This is an optimization exercise on Yosys and OpenROAD, whose aim is small area, not a production implementation. At most, simulation tests tie the RTL to the original design; equivalence was not proved. No activity file was given, so power comes from the tool's default toggle rates.

==> flow/design.v <==
`timescale 1ns/1ps
module processor #(
    parameter logic [31:0] RESET_PC = '0
) (
    input  logic        clock,
    input  logic        rst_n,
    output logic [31:0] address_imem,
    input  logic [31:0] q_imem,
    output logic [31:0] address_dmem,
    output logic [31:0] data,
    output logic        wren,
    input  logic [31:0] q_dmem,
    output logic        ctrl_write_enable,
    output logic [4:0]  ctrl_write_reg,
    output logic [4:0]  ctrl_read_reg_a,
    output logic [4:0]  ctrl_read_reg_b,
    output logic [31:0] data_write_reg,
    input  logic [31:0] data_read_reg_a,
    input  logic [31:0] data_read_reg_b
);
    logic [4:0]  cnt;
    logic [31:0] pc;
    logic [31:0] r;
    logic [3:0]  prev;
    logic        carry;
    logic        pcarry;
    logic        neq;
    logic        m_add;
    logic        m_jmp;
    logic        m_jal;
    logic        pending;
    logic       in_p;
    logic       in_init;
    logic       in_prime;
    logic       first_a;
    logic       last_a;
    logic       first_p;
    logic       last_p;
    logic [2:0] c;
    assign c        = cnt[2:0];
    assign in_p     = cnt[4];
    assign in_init  = cnt[4] & cnt[3];
    assign in_prime = ~cnt[4] & ~cnt[3];              
    assign first_a  = (cnt == 5'd8);
    assign last_a   = (cnt == 5'd15);
    assign first_p  = (cnt == 5'd16);
    assign last_p   = cnt[4] & (c == 3'd7);
    logic [31:0] insn;
    logic [2:0]  o;
    logic        is_lw, is_r, is_j, is_bne, is_jal, is_jr, is_addi, is_blt, is_sw;
    logic [2:0]  aop;
    logic        is_sh, is_sra, is_sll;
    logic        use_imm;
    logic        binv;
    logic        cin0;
    logic [4:0]  rd;
    assign insn    = q_imem;
    assign o       = insn[29:27];
    assign is_lw   = insn[30];
    assign is_r    = ~insn[30] & (o == 3'd0);
    assign is_j    = (o == 3'd1);
    assign is_bne  = (o == 3'd2);
    assign is_jal  = (o == 3'd3);
    assign is_jr   = (o == 3'd4);
    assign is_addi = (o == 3'd5);
    assign is_blt  = (o == 3'd6);
    assign is_sw   = (o == 3'd7);
    assign aop     = insn[4:2];
    assign is_sh   = is_r & aop[2];
    assign is_sra  = is_sh & aop[0];
    assign is_sll  = is_sh & ~aop[0];
    assign use_imm = is_addi | is_sw | is_lw;
    assign cin0    = is_r & (aop[1:0] == 2'd1);        
    assign binv    = cin0 | is_blt;                      
    assign rd      = insn[26:22];
    assign ctrl_read_reg_a = insn[21:17];
    assign ctrl_read_reg_b = (o == 3'd0) ? insn[16:12] : insn[26:22];
    logic [2:0]  sh_q;
    logic [1:0]  sh_r;
    logic [2:0]  qx;
    logic        g_cin;
    logic [4:0]  c_eff;
    logic [4:0]  g_add;
    logic [5:0]  gk;
    logic [4:0]  gi;
    logic [3:0]  a_grp;
    logic [3:0]  cur;
    logic [1:0]  u;
    logic [7:0]  w;
    logic [3:0]  a_bits;
    assign sh_q  = insn[11:9] & {3{is_sh}};
    assign sh_r  = insn[8:7];
    assign qx    = sh_q ^ {3{is_sll}};
    assign g_cin = is_sll | (is_sra & (sh_r != 2'd0));
    assign c_eff = {{2{~cnt[3]}}, cnt[2:0]};
    assign g_add = {{2{is_sll}}, qx};
    always_comb begin
        gk[0] = g_cin;
        for (int i = 0; i < 5; i++) begin
            gi[i]     = c_eff[i] ^ g_add[i] ^ gk[i];
            gk[i + 1] = (c_eff[i] & g_add[i]) | (gk[i] & (c_eff[i] ^ g_add[i]));
        end
    end
    always_comb begin
        case (gi[2:0])
            3'd0: a_grp = data_read_reg_a[3:0];
            3'd1: a_grp = data_read_reg_a[7:4];
            3'd2: a_grp = data_read_reg_a[11:8];
            3'd3: a_grp = data_read_reg_a[15:12];
            3'd4: a_grp = data_read_reg_a[19:16];
            3'd5: a_grp = data_read_reg_a[23:20];
            3'd6: a_grp = data_read_reg_a[27:24];
            default: a_grp = data_read_reg_a[31:28];
        endcase
    end
    always_comb begin
        if (gi[4]) begin
            cur = 4'd0;
        end else if (gi[3]) begin
            cur = {4{data_read_reg_a[31]}};
        end else begin
            cur = a_grp;
        end
    end
    always_comb begin
        if (is_sll) begin
            u = sh_r;
        end else if (is_sra) begin
            u = {sh_r[1] ^ sh_r[0], sh_r[0]};
        end else begin
            u = 2'd0;
        end
    end
    assign w = {cur, prev};
    always_comb begin
        case (u)
            2'd0: a_bits = w[7:4];
            2'd1: a_bits = w[6:3];
            2'd2: a_bits = w[5:2];
            default: a_bits = w[4:1];
        endcase
    end
    logic        sx;
    logic        tg;
    logic [3:0]  immt_grp;
    logic [3:0]  b_grp;
    logic [3:0]  b_bits;
    logic [3:0]  bx;
    logic [4:0]  k;
    logic [3:0]  sum;
    logic        co;
    logic        ne_now;
    logic        lt_now;
    logic        taken;
    assign sx = insn[16];
    assign tg = is_j | is_jal;
    always_comb begin
        case (c)
            3'd0: immt_grp = insn[3:0];
            3'd1: immt_grp = insn[7:4];
            3'd2: immt_grp = insn[11:8];
            3'd3: immt_grp = insn[15:12];
            3'd4: immt_grp = tg ? insn[19:16] : {{3{sx}}, insn[16]};
            3'd5: immt_grp = tg ? insn[23:20] : {4{sx}};
            3'd6: immt_grp = tg ? {1'b0, insn[26:24]} : {4{sx}};
            default: immt_grp = tg ? 4'd0 : {4{sx}};
        endcase
    end
    always_comb begin
        case (c)
            3'd0: b_grp = data_read_reg_b[3:0];
            3'd1: b_grp = data_read_reg_b[7:4];
            3'd2: b_grp = data_read_reg_b[11:8];
            3'd3: b_grp = data_read_reg_b[15:12];
            3'd4: b_grp = data_read_reg_b[19:16];
            3'd5: b_grp = data_read_reg_b[23:20];
            3'd6: b_grp = data_read_reg_b[27:24];
            default: b_grp = data_read_reg_b[31:28];
        endcase
    end
    assign b_bits = use_imm ? immt_grp : b_grp;
    assign bx     = b_bits ^ {4{binv}};
    always_comb begin
        k[0] = first_a ? cin0 : carry;
        for (int i = 0; i < 4; i++) begin
            sum[i]   = a_bits[i] ^ bx[i] ^ k[i];
            k[i + 1] = (a_bits[i] & bx[i]) | (k[i] & (a_bits[i] ^ bx[i]));
        end
    end
    assign co     = k[4];
    assign ne_now = |(a_bits ^ b_bits);
    assign lt_now = a_bits[3] ^ b_bits[3] ^ co;         
    assign taken  = (is_bne & (neq | ne_now)) | (is_blt & lt_now);
    logic [3:0] py;
    logic [4:0] pk;
    logic [3:0] psum;
    logic [3:0] pc_in;
    logic [3:0] r_in;
    assign py = r[3:0] & {4{m_add}};
    always_comb begin
        pk[0] = first_p | pcarry;
        for (int i = 0; i < 4; i++) begin
            psum[i]   = pc[i] ^ py[i] ^ pk[i];
            pk[i + 1] = (pc[i] & py[i]) | (pk[i] & (pc[i] ^ py[i]));
        end
    end
    always_comb begin
        if (in_init) begin
            case (c)
                3'd0: pc_in = RESET_PC[3:0];
                3'd1: pc_in = RESET_PC[7:4];
                3'd2: pc_in = RESET_PC[11:8];
                3'd3: pc_in = RESET_PC[15:12];
                3'd4: pc_in = RESET_PC[19:16];
                3'd5: pc_in = RESET_PC[23:20];
                3'd6: pc_in = RESET_PC[27:24];
                default: pc_in = RESET_PC[31:28];
            endcase
        end else if (m_jmp) begin
            pc_in = r[3:0];
        end else begin
            pc_in = psum;
        end
    end
    always_comb begin
        if (in_p) begin
            r_in = psum;                             
        end else if (is_jr) begin
            r_in = b_grp;
        end else if (is_j | is_jal | is_bne | is_blt) begin
            r_in = immt_grp;
        end else if (is_sh) begin
            r_in = a_bits;
        end else if (is_r & aop[1]) begin
            r_in = aop[0] ? (a_bits | b_bits) : (a_bits & b_bits);
        end else begin
            r_in = sum;
        end
    end
    always_ff @(posedge clock or negedge rst_n) begin
        if (!rst_n) begin
            cnt <= 5'd24;
        end else if (last_p) begin
            cnt <= (m_jal & ~in_init) ? 5'd6 : 5'd7;
        end else begin
            cnt <= cnt + 5'd1;
        end
    end
    always_ff @(posedge clock) begin
        r       <= {r_in, r[31:4]};
        prev    <= cur;
        carry   <= co;
        pcarry  <= pk[4];
        neq     <= (~first_a & neq) | ne_now;
        pending <= last_p & ~in_init & m_jal;
        if (last_a) begin
            m_add <= taken;
            m_jmp <= is_j | is_jal | is_jr;
            m_jal <= is_jal;
        end
        if (in_p) begin
            pc <= {pc_in, pc[31:4]};
        end
    end
    assign address_imem      = pc;
    assign address_dmem      = r;
    assign data              = data_read_reg_b;
    assign wren              = first_p & is_sw;
    assign ctrl_write_enable = (first_p & (is_r | is_addi | is_lw) & (rd != 5'd0)) |
                               (in_prime & pending);
    assign ctrl_write_reg    = rd | {5{pending}};
    assign data_write_reg    = (is_lw & ~pending) ? q_dmem : r;
endmodule
export LEC_CHECK = 0
export ABC_AREA = 1
export CAP_MARGIN = 20
export CORE_MARGIN = 2
export CORE_UTILIZATION = 40
export SLEW_MARGIN = 20
create_clock -name core_clock -period 9.0 [get_ports {clock}]
standard.sh (not shown) runs the stock make flow with config.mk's settings and CLKGATE_MAP_FILE= SYNTH_SCRIPT=/design/flow/synth_recipe.tcl, a recipe that flattens the netlist after the stock synthesis.
==> flow/flow/run.sh <==
#!/bin/bash
# The standard layout (standard.sh) with three changes:
#  - synthesis maps with an area-oriented ABC script (abc_area.script here,
#    used with ABC_AREA 1 from config.mk) instead of ORFS's own;
#  - every port is buffered by the smallest buffer (buf_1);
#  - clock tree synthesis uses clkbuf_8 and adds no dummy loads.
# Each tool's output is in orfs/logs; make's own output is in standard.log.
set -euo pipefail
here=$(pwd)
rm -rf "$here/scripts_custom"
cp -r "$FLOW_HOME/scripts" "$here/scripts_custom"
cp "$here/flow/abc_area.script" "$here/scripts_custom/abc_area.script"
export BUFFER_PORTS_ARGS="-buffer_cell sky130_fd_sc_hd__buf_1"
export CTS_ARGS="-sink_clustering_enable -repair_clock_nets -dont_use_dummy_load -buf_list sky130_fd_sc_hd__clkbuf_8"
bash standard.sh SCRIPTS_DIR="$here/scripts_custom" finish > standard.log 2>&1
==> flow/flow/abc_area.script <==
strash
&get -n
&deepsyn -T 30
&put
dch
amap
topo
Next try:
--- a/flow/design.v
+++ b/flow/design.v
@@ -24,6 +24,6 @@
     logic [3:0]  prev;
     logic        carry;
-    logic        pcarry;
     logic        neq;
+    logic [1:0]  mode;
     logic        m_add;
     logic        m_jmp;
@@ -46,4 +46,8 @@
     assign first_p  = (cnt == 5'd16);
     assign last_p   = cnt[4] & (c == 3'd7);
+    assign pending  = (cnt == 5'd6);                  
+    assign m_add = neq;
+    assign m_jmp = mode[1];
+    assign m_jal = mode[0];
     logic [31:0] insn;
     logic [2:0]  o;
@@ -52,4 +56,5 @@
     logic        is_sh, is_sra, is_sll;
     logic        use_imm;
+    logic        zero_a;
     logic        binv;
     logic        cin0;
@@ -70,6 +75,7 @@
     assign is_sra  = is_sh & aop[0];
     assign is_sll  = is_sh & ~aop[0];
-    assign use_imm = is_addi | is_sw | is_lw;
-    assign cin0    = is_r & (aop[1:0] == 2'd1);        
+    assign zero_a  = is_j | is_jal | is_jr;             
+    assign use_imm = is_addi | is_sw | is_lw | is_j | is_jal;
+    assign cin0    = (is_r & (aop == 3'd1)) | is_bne;    
     assign binv    = cin0 | is_blt;                      
     assign rd      = insn[26:22];
@@ -115,5 +121,5 @@
     end
     always_comb begin
-        if (gi[4]) begin
+        if (gi[4] | zero_a) begin
             cur = 4'd0;
         end else if (gi[3]) begin
@@ -179,5 +185,5 @@
         endcase
     end
-    assign b_bits = use_imm ? immt_grp : b_grp;
+    assign b_bits = is_sh ? 4'd0 : use_imm ? immt_grp : b_grp;    
     assign bx     = b_bits ^ {4{binv}};
     always_comb begin
@@ -189,5 +195,5 @@
     end
     assign co     = k[4];
-    assign ne_now = |(a_bits ^ b_bits);
+    assign ne_now = |sum;                               
     assign lt_now = a_bits[3] ^ b_bits[3] ^ co;         
     assign taken  = (is_bne & (neq | ne_now)) | (is_blt & lt_now);
@@ -199,5 +205,5 @@
     assign py = r[3:0] & {4{m_add}};
     always_comb begin
-        pk[0] = first_p | pcarry;
+        pk[0] = first_p | carry;
         for (int i = 0; i < 4; i++) begin
             psum[i]   = pc[i] ^ py[i] ^ pk[i];
@@ -226,10 +232,6 @@
         if (in_p) begin
             r_in = psum;                             
-        end else if (is_jr) begin
-            r_in = b_grp;
-        end else if (is_j | is_jal | is_bne | is_blt) begin
+        end else if (is_bne | is_blt) begin
             r_in = immt_grp;
-        end else if (is_sh) begin
-            r_in = a_bits;
         end else if (is_r & aop[1]) begin
             r_in = aop[0] ? (a_bits | b_bits) : (a_bits & b_bits);
@@ -250,12 +252,10 @@
         r       <= {r_in, r[31:4]};
         prev    <= cur;
-        carry   <= co;
-        pcarry  <= pk[4];
-        neq     <= (~first_a & neq) | ne_now;
-        pending <= last_p & ~in_init & m_jal;
+        carry   <= in_p ? pk[4] : co;
         if (last_a) begin
-            m_add <= taken;
-            m_jmp <= is_j | is_jal | is_jr;
-            m_jal <= is_jal;
+            neq  <= taken;
+            mode <= {is_j | is_jal | is_jr, is_jal};
+        end else if (!in_p) begin
+            neq  <= (~first_a & neq) | ne_now;
         end
         if (in_p) begin
Worst hold slack hardly moves.
Worst setup slack gets worse by 0.19 ns.
Final cell count decreases by 0.71%.
Routed wire length came out lower by 0.93%.
Power came out higher by 5.6%.
Design area is lower by 2.4%.
Synthesized cell count shrinks by 1.1%.
Non-clock buffer count is lower by 1.
Clock-buffer cell count stays the same.
First-iteration DRC count came out lower by 7.0%.
Global-route usage barely changes.
Critical path depth shrinks by 6.
Register-to-register slack loses 0.20 ns.
Function not checked in the first run of this note: the RTL went through the layout flow alone.

port drivers added, routing unchanged:
How much do the figures lean on ideal ports? The routed layouts below were timed once more, with nothing changed but the port constraints. Step 1 (the two cells are an assumption about what drives the block):
set clk [get_ports {clock}]
set_driving_cell -lib_cell sky130_fd_sc_hd__clkbuf_16 $clk
set_driving_cell -lib_cell sky130_fd_sc_hd__buf_2 [delete_from_list [all_inputs] $clk]
Step 2 adds t to the input delays and takes it off the output delays; t is the mean of the earliest and latest rising clock arrival at the registers after step 1. Input paths then give back, and output paths get back, about the clock's delay inside the block. a / b / c = ideal ports / drivers / drivers and shift; a / b = the first two.
run	shift t [ns]	setup slack, ns	clock arrival spread, ns
the first run	0.358	1.140 / 1.122 / 0.764	0.032 / 0.032
the second run	0.367	0.946 / 0.936 / 0.569	0.028 / 0.028
After both steps every run listed still meets setup and hold. For the second run, which loses most, drivers alone change the setup slack by -0.010 ns; drivers and shift together by -0.377 ns.
